Context: an optimization exercise on an open-source flow, tuned for small area. The choices shown serve that exercise and are no tape-out recipe.
RTL that was checked went through simulation tests only; none was proved equivalent to the original.
Power figures rest on the tool's default switching activity, not on a simulated workload.

before:
==> module stepgen, before the edit <==
module stepgen #(
    parameter int PULSE_LEN = 108,
    parameter int DIR_DELAY = 18,
    parameter int ACC_BITS  = 24
) (
    input  logic      sysclk,
    input  logic      arst_n,
    input  motion_pkg::vcode_t velocity,
    input  logic      enable,
    input  logic      vel_ok,
    output logic      step,
    output logic      dir,
    output logic      en,
    output motion_pkg::position_t position
);
    localparam int TMR_MAX  = (PULSE_LEN > DIR_DELAY) ? PULSE_LEN : DIR_DELAY;
    localparam int TMR_BITS = $clog2(TMR_MAX + 1);
    localparam bit USE_LFSR = (PULSE_LEN == 108) && (DIR_DELAY == 18);
    localparam logic [TMR_BITS-1:0] TMR_PULSE = USE_LFSR ? TMR_BITS'(7'h3d) : TMR_BITS'(PULSE_LEN - 1);
    localparam logic [TMR_BITS-1:0] TMR_DIR   = USE_LFSR ? TMR_BITS'(7'h23) : TMR_BITS'(DIR_DELAY - 1);
    localparam int NB = 3;
    localparam int BW = ACC_BITS / NB;
    motion_pkg::dir_state_e          state;
    motion_pkg::dir_state_e          state_n;
    logic [TMR_BITS-1:0] timer;
    logic [TMR_BITS-1:0] timer_n;
    logic [TMR_BITS-1:0] tmr_step;
    logic                tmr_done;
    logic [ACC_BITS-1:0] acc;
    logic [ACC_BITS-1:0] acc_n;
    logic [NB-1:1]       lag;
    logic [NB-1:0]       blk_c;
    logic [NB:0]         q1;
    logic [NB:0]         q2;
    logic [ACC_BITS-1:0] mag;
    logic                ovf;
    logic                vel_neg;
    logic                step_req;
    logic                pending;
    logic                pending_n;
    logic                dir_n;
    logic                launch;
    logic                start_pulse;
    logic                gate;
    logic [31:0]         pos_t;
    motion_pkg::position_t pos_n;
    assign gate     = enable & vel_ok;
    assign vel_neg  = velocity[motion_pkg::VC_NEG];
    assign mag      = ~velocity[ACC_BITS-1:0] & {ACC_BITS{gate}};
    logic [ACC_BITS:0] cc;
    always_comb begin
        for (int j = 0; j < NB; j++) begin
            cc[BW*j] = (j == 0) ? 1'b0 : lag[j];
            for (int i = BW*j; i < BW*j+BW; i++) begin
                acc_n[i] = acc[i] ^ mag[i] ^ cc[i];
                cc[i+1]  = (acc[i] & mag[i]) | (cc[i] & (acc[i] ^ mag[i]));
            end
            blk_c[j] = cc[BW*j+BW];
        end
        cc[ACC_BITS] = blk_c[NB-1];
    end
    logic [NB-1:0] all1;
    logic [NB-1:0] all1b;
    always_comb begin
        q1[0] = 1'b0;
        q2[0] = 1'b0;
        for (int j = 0; j < NB; j++) begin
            all1[j]  = &acc_n[BW*j +: BW];
            all1b[j] = &acc_n[BW*j+1 +: BW-1];
            q1[j+1] = blk_c[j] | (all1[j] & q1[j]) | (all1b[j] & q2[j]);
            q2[j+1] = blk_c[j] & ((all1[j] & q1[j]) | (all1b[j] & q2[j]));
        end
    end
    logic [NB:0]   kc;
    always_comb begin
        kc[0] = 1'b0;
        for (int j = 0; j < NB; j++) begin
            if (j == 0) begin
                kc[j+1] = 1'b0;
            end else begin
                kc[j+1] = (&acc[BW*j +: BW] & (lag[j] | kc[j])) |
                          (&acc[BW*j+1 +: BW-1] & lag[j] & kc[j]);
            end
        end
        ovf = kc[NB] ? q2[NB] : q1[NB];
    end
    assign step_req = ovf | (gate & velocity[motion_pkg::VC_BIG]);
    always_comb begin
        pos_t[0] = start_pulse;
        for (int i = 1; i < 32; i++) begin
            pos_t[i] = pos_t[i-1] & (position[i-1] ^ dir);
        end
        pos_n = position ^ pos_t;
    end
    assign step = (state == motion_pkg::PULSE);
    assign tmr_done = (timer == '0);
    assign tmr_step = USE_LFSR ? {timer[TMR_BITS-2:0], ~(timer[TMR_BITS-1] ^ timer[TMR_BITS-2])}
                               : timer - 1'b1;
    always_comb begin
        state_n     = state;
        timer_n     = timer;
        pending_n   = pending;
        dir_n       = dir;
        launch      = 1'b0;
        start_pulse = 1'b0;
        case (state)
            motion_pkg::IDLE: launch = step_req;
            motion_pkg::DIR_SETUP: begin
                pending_n = pending | step_req;
                if (!tmr_done) begin
                    timer_n = tmr_step;
                end else if (enable) begin
                    start_pulse = 1'b1;
                end else begin
                    state_n = motion_pkg::IDLE;
                end
            end
            motion_pkg::PULSE: begin
                pending_n = pending | step_req;
                if (!tmr_done) begin
                    timer_n = tmr_step;
                end else begin
                    state_n = motion_pkg::SPACE;
                    timer_n = TMR_PULSE;
                end
            end
            motion_pkg::SPACE: begin
                if (!tmr_done) begin
                    pending_n = pending | step_req;
                    timer_n   = tmr_step;
                end else begin
                    launch    = enable & (pending | step_req);
                    pending_n = pending & step_req;
                    state_n   = motion_pkg::IDLE;
                end
            end
            default: state_n = motion_pkg::IDLE;
        endcase
        if (launch) begin
            if (vel_neg != dir) begin
                dir_n   = vel_neg;
                state_n = motion_pkg::DIR_SETUP;
                timer_n = TMR_DIR;
            end else begin
                start_pulse = 1'b1;
            end
        end
        if (start_pulse) begin
            state_n = motion_pkg::PULSE;
            timer_n = TMR_PULSE;
        end
        if (!enable) begin
            pending_n = 1'b0;
        end
    end
    always_ff @(posedge sysclk or negedge arst_n) begin
        if (!arst_n) begin
            state    <= motion_pkg::IDLE;
            pending  <= 1'b0;
            dir      <= 1'b0;
            en       <= 1'b0;
            acc      <= '0;
            lag      <= '0;
            position <= '0;
        end else begin
            state   <= state_n;
            pending <= pending_n;
            dir     <= dir_n;
            en      <= enable;
            acc     <= acc_n;
            lag     <= blk_c[NB-2:0];
            position <= pos_n;
        end
    end
    always_ff @(posedge sysclk) begin
        timer <= timer_n;
    end
endmodule
Settings: LEC_CHECK=0, CAP_MARGIN=20, CORE_MARGIN=2, CORE_UTILIZATION=60, CTS_BUF_LIST=sky130_fd_sc_hd__clkbuf_8, CTS_CLUSTER_DIAMETER=60, CTS_CLUSTER_SIZE=16, SLEW_MARGIN=20; clock period 8.0 ns.
standard.sh (not shown) runs the stock make flow with config.mk's settings and CLKGATE_MAP_FILE= SYNTH_SCRIPT=/design/flow/synth_recipe.tcl, a recipe that flattens the netlist after the stock synthesis.
==> flow/flow/run.sh <==
#!/bin/bash
# Layout flow: the standard ORFS flow (standard.sh), with
#  - the port buffers made of the smallest buffer cell,
#  - the combinational logic re-mapped for area by OpenROAD's restructure
#    after floorplanning (flops untouched), using a copy of the library
#    without the platform's don't-use cells,
#  - clock tree synthesis without dummy loads (the same options as the
#    standard flow otherwise, from config.mk),

# Each tool's output goes to a log file of its own in this folder.
set -o pipefail
W=$(pwd)
LIB=$FLOW_HOME/platforms/sky130hd/lib/sky130_fd_sc_hd__tt_025C_1v80.lib
mkdir -p $W/rmp
python3 $W/flow/filter_lib.py $LIB $W/rmp/area.lib > filter_lib.log 2>&1
cat > $W/post_floorplan.tcl <<EOT
restructure -target area -liberty_file $W/rmp/area.lib -tielo_port sky130_fd_sc_hd__conb_1/LO -tiehi_port sky130_fd_sc_hd__conb_1/HI -work_dir $W/rmp -abc_logfile $W/rmp_abc.log
EOT
export BUFFER_PORTS_ARGS="-buffer_cell sky130_fd_sc_hd__buf_1"
export POST_FLOORPLAN_TCL=$W/post_floorplan.tcl
export CTS_ARGS="-sink_clustering_enable -repair_clock_nets -sink_clustering_size 16 -sink_clustering_max_diameter 60 -buf_list sky130_fd_sc_hd__clkbuf_8 -dont_use_dummy_load"
bash standard.sh finish > standard.log 2>&1
==> flow/flow/filter_lib.py <==
# Copy a liberty file, leaving out the cells the platform marks don't-use
# (lpflow_* and probe*), so that restructure's ABC run cannot pick them.
import re, sys
src, dst = sys.argv[1], sys.argv[2]
text = open(src).read()
out = []
pos = 0
drop = re.compile(r'sky130_fd_sc_hd__(lpflow_|probe)')
n = 0
for m in re.finditer(r'\n\s*cell\s*\(\s*"?([A-Za-z0-9_]+)"?\s*\)\s*\{', text):
    if m.start() < pos:
        continue
    name = m.group(1)
    # find the end of this cell block by brace matching
    i = m.end(); depth = 1
    while depth:
        c = text[i]
        if c == '{': depth += 1
        elif c == '}': depth -= 1
        i += 1
    if drop.match(name):
        out.append(text[pos:m.start()])
        pos = i
        n += 1
out.append(text[pos:])
open(dst, 'w').write(''.join(out))
print("dropped", n, "cells")
Input changes introduced in after (baseline for comparison: before):
--- a/flow/design.v
+++ b/flow/design.v
@@ -276,4 +276,6 @@
     logic                tmr_done;
     logic [ACC_BITS-1:0] acc;
+    logic [ACC_BITS-1:0] nacc;       
+    motion_pkg::position_t npos;     
     logic [ACC_BITS-1:0] acc_n;
     logic [NB-1:1]       lag;
@@ -293,4 +295,6 @@
     logic [31:0]         pos_t;
     motion_pkg::position_t pos_n;
+    assign acc      = ~nacc;
+    assign position = ~npos;
     assign gate     = enable & vel_ok;
     assign vel_neg  = velocity[motion_pkg::VC_NEG];
@@ -408,7 +412,7 @@
             dir      <= 1'b0;
             en       <= 1'b0;
-            acc      <= '0;
+            nacc     <= '1;
             lag      <= '0;
-            position <= '0;
+            npos     <= '1;
         end else begin
             state   <= state_n;
@@ -416,7 +420,7 @@
             dir     <= dir_n;
             en      <= enable;
-            acc     <= acc_n;
+            nacc    <= ~acc_n;
             lag     <= blk_c[NB-2:0];
-            position <= pos_n;
+            npos     <= ~pos_n;
         end
     end
[summary]
- Going from before to after, fraction of synthesized area in multiplexers up 0.87 points; fill cell total of the finished layout moved up; post-synthesis to final-layout area growth shrank by 1.7 points; flip-flop and latch area moved up.
- Relative to before, total routing resource utilization after global routing increased by 0.31 points in after.
- In after the logic depth of the worst path, buffers included turned out 13% lower than in before.
The RTL of after was laid out without a check of its function.

## old
rio, a different RTL version from the one above (not shown whole).
Size: roughly 110 I/O pins.
==> module stepgen, before the edit <==
module stepgen #(
    parameter int PULSE_LEN = 108,
    parameter int DIR_DELAY = 18,
    parameter int ACC_BITS  = 24
) (
    input  logic      sysclk,
    input  logic      arst_n,
    input  motion_pkg::vcode_t velocity,
    input  logic      enable,
    input  logic      vel_ok,
    output logic      step,
    output logic      dir,
    output logic      en,
    output motion_pkg::position_t position
);
    localparam int TMR_MAX  = (PULSE_LEN > DIR_DELAY) ? PULSE_LEN : DIR_DELAY;
    localparam int TMR_BITS = $clog2(TMR_MAX + 1);
    localparam bit USE_LFSR = (PULSE_LEN == 108) && (DIR_DELAY == 18);
    localparam logic [TMR_BITS-1:0] TMR_PULSE = USE_LFSR ? TMR_BITS'(7'h3d) : TMR_BITS'(PULSE_LEN - 1);
    localparam logic [TMR_BITS-1:0] TMR_DIR   = USE_LFSR ? TMR_BITS'(7'h23) : TMR_BITS'(DIR_DELAY - 1);
    localparam int NB = 3;
    localparam int BW = ACC_BITS / NB;
    motion_pkg::dir_state_e          state;
    motion_pkg::dir_state_e          state_n;
    logic [TMR_BITS-1:0] timer;
    logic [TMR_BITS-1:0] timer_n;
    logic [TMR_BITS-1:0] tmr_step;
    logic                tmr_done;
    logic [ACC_BITS-1:0] acc;
    logic [ACC_BITS-1:0] nacc;       
    motion_pkg::position_t npos;     
    logic [ACC_BITS-1:0] acc_n;
    logic [NB-1:1]       lag;
    logic [NB-1:0]       blk_c;
    logic [NB:0]         q1;
    logic [NB:0]         q2;
    logic [ACC_BITS-1:0] mag;
    logic                ovf;
    logic                vel_neg;
    logic                step_req;
    logic                pending;
    logic                pending_n;
    logic                dir_n;
    logic                launch;
    logic                start_pulse;
    logic                gate;
    logic [31:0]         pos_t;
    motion_pkg::position_t pos_n;
    assign acc      = ~nacc;
    assign position = ~npos;
    assign gate     = enable & vel_ok;
    assign vel_neg  = velocity[motion_pkg::VC_NEG];
    assign mag      = ~velocity[ACC_BITS-1:0] & {ACC_BITS{gate}};
    logic [ACC_BITS:0] cc;
    always_comb begin
        for (int j = 0; j < NB; j++) begin
            cc[BW*j] = (j == 0) ? 1'b0 : lag[j];
            for (int i = BW*j; i < BW*j+BW; i++) begin
                acc_n[i] = acc[i] ^ mag[i] ^ cc[i];
                cc[i+1]  = (acc[i] & mag[i]) | (cc[i] & (acc[i] ^ mag[i]));
            end
            blk_c[j] = cc[BW*j+BW];
        end
        cc[ACC_BITS] = blk_c[NB-1];
    end
    logic [NB-1:0] all1;
    logic [NB-1:0] all1b;
    always_comb begin
        q1[0] = 1'b0;
        q2[0] = 1'b0;
        for (int j = 0; j < NB; j++) begin
            all1[j]  = &acc_n[BW*j +: BW];
            all1b[j] = &acc_n[BW*j+1 +: BW-1];
            q1[j+1] = blk_c[j] | (all1[j] & q1[j]) | (all1b[j] & q2[j]);
            q2[j+1] = blk_c[j] & ((all1[j] & q1[j]) | (all1b[j] & q2[j]));
        end
    end
    logic kc;
    logic kc_n;
    assign kc_n = (all1[NB-1] & q1[NB-1]) | (all1b[NB-1] & q2[NB-1]);
    assign ovf  = kc ? q2[NB] : q1[NB];
    assign step_req = ovf | (gate & velocity[motion_pkg::VC_BIG]);
    logic [31:0] pos_up;
    logic [31:0] pos_dn;
    always_comb begin
        pos_up[0] = start_pulse & ~dir;
        pos_dn[0] = start_pulse & dir;
        for (int i = 1; i < 32; i++) begin
            pos_up[i] = pos_up[i-1] & position[i-1];
            pos_dn[i] = pos_dn[i-1] & ~position[i-1];
        end
        pos_t = pos_up | pos_dn;
        pos_n = position ^ pos_t;
    end
    assign step = (state == motion_pkg::PULSE);
    assign tmr_done = (timer == '0);
    assign tmr_step = USE_LFSR ? {timer[TMR_BITS-2:0], ~(timer[TMR_BITS-1] ^ timer[TMR_BITS-2])}
                               : timer - 1'b1;
    always_comb begin
        state_n     = state;
        timer_n     = tmr_step;    
        pending_n   = pending;
        dir_n       = dir;
        launch      = 1'b0;
        start_pulse = 1'b0;
        case (state)
            motion_pkg::IDLE: launch = step_req;
            motion_pkg::DIR_SETUP: begin
                pending_n = pending | step_req;
                if (!tmr_done) begin
                    timer_n = tmr_step;
                end else if (enable) begin
                    start_pulse = 1'b1;
                end else begin
                    state_n = motion_pkg::IDLE;
                end
            end
            motion_pkg::PULSE: begin
                pending_n = pending | step_req;
                if (!tmr_done) begin
                    timer_n = tmr_step;
                end else begin
                    state_n = motion_pkg::SPACE;
                    timer_n = TMR_PULSE;
                end
            end
            motion_pkg::SPACE: begin
                if (!tmr_done) begin
                    pending_n = pending | step_req;
                    timer_n   = tmr_step;
                end else begin
                    launch    = enable & (pending | step_req);
                    pending_n = pending & step_req;
                    state_n   = motion_pkg::IDLE;
                end
            end
            default: state_n = motion_pkg::IDLE;
        endcase
        if (launch) begin
            if (vel_neg != dir) begin
                dir_n   = vel_neg;
                state_n = motion_pkg::DIR_SETUP;
                timer_n = TMR_DIR;
            end else begin
                start_pulse = 1'b1;
            end
        end
        if (start_pulse) begin
            state_n = motion_pkg::PULSE;
            timer_n = TMR_PULSE;
        end
        if (!enable) begin
            pending_n = 1'b0;
        end
    end
    always_ff @(posedge sysclk or negedge arst_n) begin
        if (!arst_n) begin
            state    <= motion_pkg::IDLE;
            pending  <= 1'b0;
            dir      <= 1'b0;
            en       <= 1'b0;
            nacc     <= '1;
            lag      <= '0;
            kc       <= 1'b0;
            npos     <= '1;
        end else begin
            state   <= state_n;
            pending <= pending_n;
            dir     <= dir_n;
            en      <= enable;
            nacc    <= ~acc_n;
            lag     <= blk_c[NB-2:0];
            kc      <= kc_n;
            npos     <= ~pos_n;
        end
    end
    always_ff @(posedge sysclk) begin
        timer <= timer_n;
    end
endmodule
clock: 8.0 ns
lec_check: 0
cap_margin: 20
core_margin: 2
core_utilization: 60
cts_buf_list: sky130_fd_sc_hd__clkbuf_8
cts_cluster_diameter: 60
cts_cluster_size: 16
slew_margin: 20
Scripts as last shown in full above: flow/flow/run.sh, flow/flow/filter_lib.py
[inputs] new vs old
-- flow/design.v --
<<< old, line 284
    logic [ACC_BITS-1:0] acc;
    logic [ACC_BITS-1:0] nacc;       
    motion_pkg::position_t npos;     
    logic [ACC_BITS-1:0] acc_n;
    logic [NB-1:1]       lag;
>>> new, line 284
    logic [ACC_BITS-1:0] acc;
    logic [ACC_BITS-1:0] nacc;       
    logic [ACC_BITS-1:0] acc_n;
    logic [NB-1:1]       lag;
<<< old, line 303
    motion_pkg::position_t pos_n;
    assign acc      = ~nacc;
    assign position = ~npos;
    assign gate     = enable & vel_ok;
    assign vel_neg  = velocity[motion_pkg::VC_NEG];
>>> new, line 302
    motion_pkg::position_t pos_n;
    assign acc      = ~nacc;
    assign gate     = enable & vel_ok;
    assign vel_neg  = velocity[motion_pkg::VC_NEG];
<<< old, line 418
            lag      <= '0;
            kc       <= 1'b0;
            npos     <= '1;
        end else begin
            state   <= state_n;
>>> new, line 416
            lag      <= '0;
            kc       <= 1'b0;
            position <= '0;
        end else begin
            state   <= state_n;
<<< old, line 427
            lag     <= blk_c[NB-2:0];
            kc      <= kc_n;
            npos     <= ~pos_n;
        end
    end
>>> new, line 425
            lag     <= blk_c[NB-2:0];
            kc      <= kc_n;
            position <= pos_n;
        end
    end
==> comparison <==
new reached the final stage; the timing, design-rule and antenna checks on its layout passed. new reports a higher growth of design area from synthesis to finish than old does. new vs old: die area down in new. As far as sequential cell count is concerned, old and new perform about the same. Final critical path time including I/O delays and setup is lower on new. Compared with old, total area of sequential cells in new decreased slightly. new vs old on sequential share of layout area: new is the lower one. new against old: area fraction in compound gates after synthesis went up; placement-stage cell area went down; fraction of power spent switching nets went down; sequential power went down.
The RTL of old was laid out without a check of its function.

-- separate check: timing with driven ports --
The flow's constraints put no driver on any port. The routed layouts listed below were extracted and timed again, unchanged, in two steps. Step 1 (the two cells are an assumption about what drives the block):
set clk [get_ports {sysclk}]
set_driving_cell -lib_cell sky130_fd_sc_hd__clkbuf_16 $clk
set_driving_cell -lib_cell sky130_fd_sc_hd__buf_2 [delete_from_list [all_inputs] $clk]
Step 2 adds t to the input delays and takes it off the output delays; t is the mean of the earliest and latest rising clock arrival at the registers after step 1. Input paths then give back, and output paths get back, about the clock's delay inside the block. a / b / c = ideal / step 1 / step 2; a / b = the first two.
run	t (ns)	slack for setup (ns)	worst hold slack (ns)	clock arrival spread, ns
before	0.617	0.846 / 0.846 / 0.846	0.351 / 0.351 / 0.351	0.064 / 0.063
after	0.633	0.809 / 0.809 / 0.809	0.356 / 0.356 / 0.356	0.053 / 0.053
old	0.637	0.625 / 0.625 / 0.625	0.364 / 0.364 / 0.364	0.046 / 0.045
new	0.647	0.685 / 0.685 / 0.685	0.352 / 0.352 / 0.352	0.062 / 0.062
After both steps every run listed still meets setup and hold.
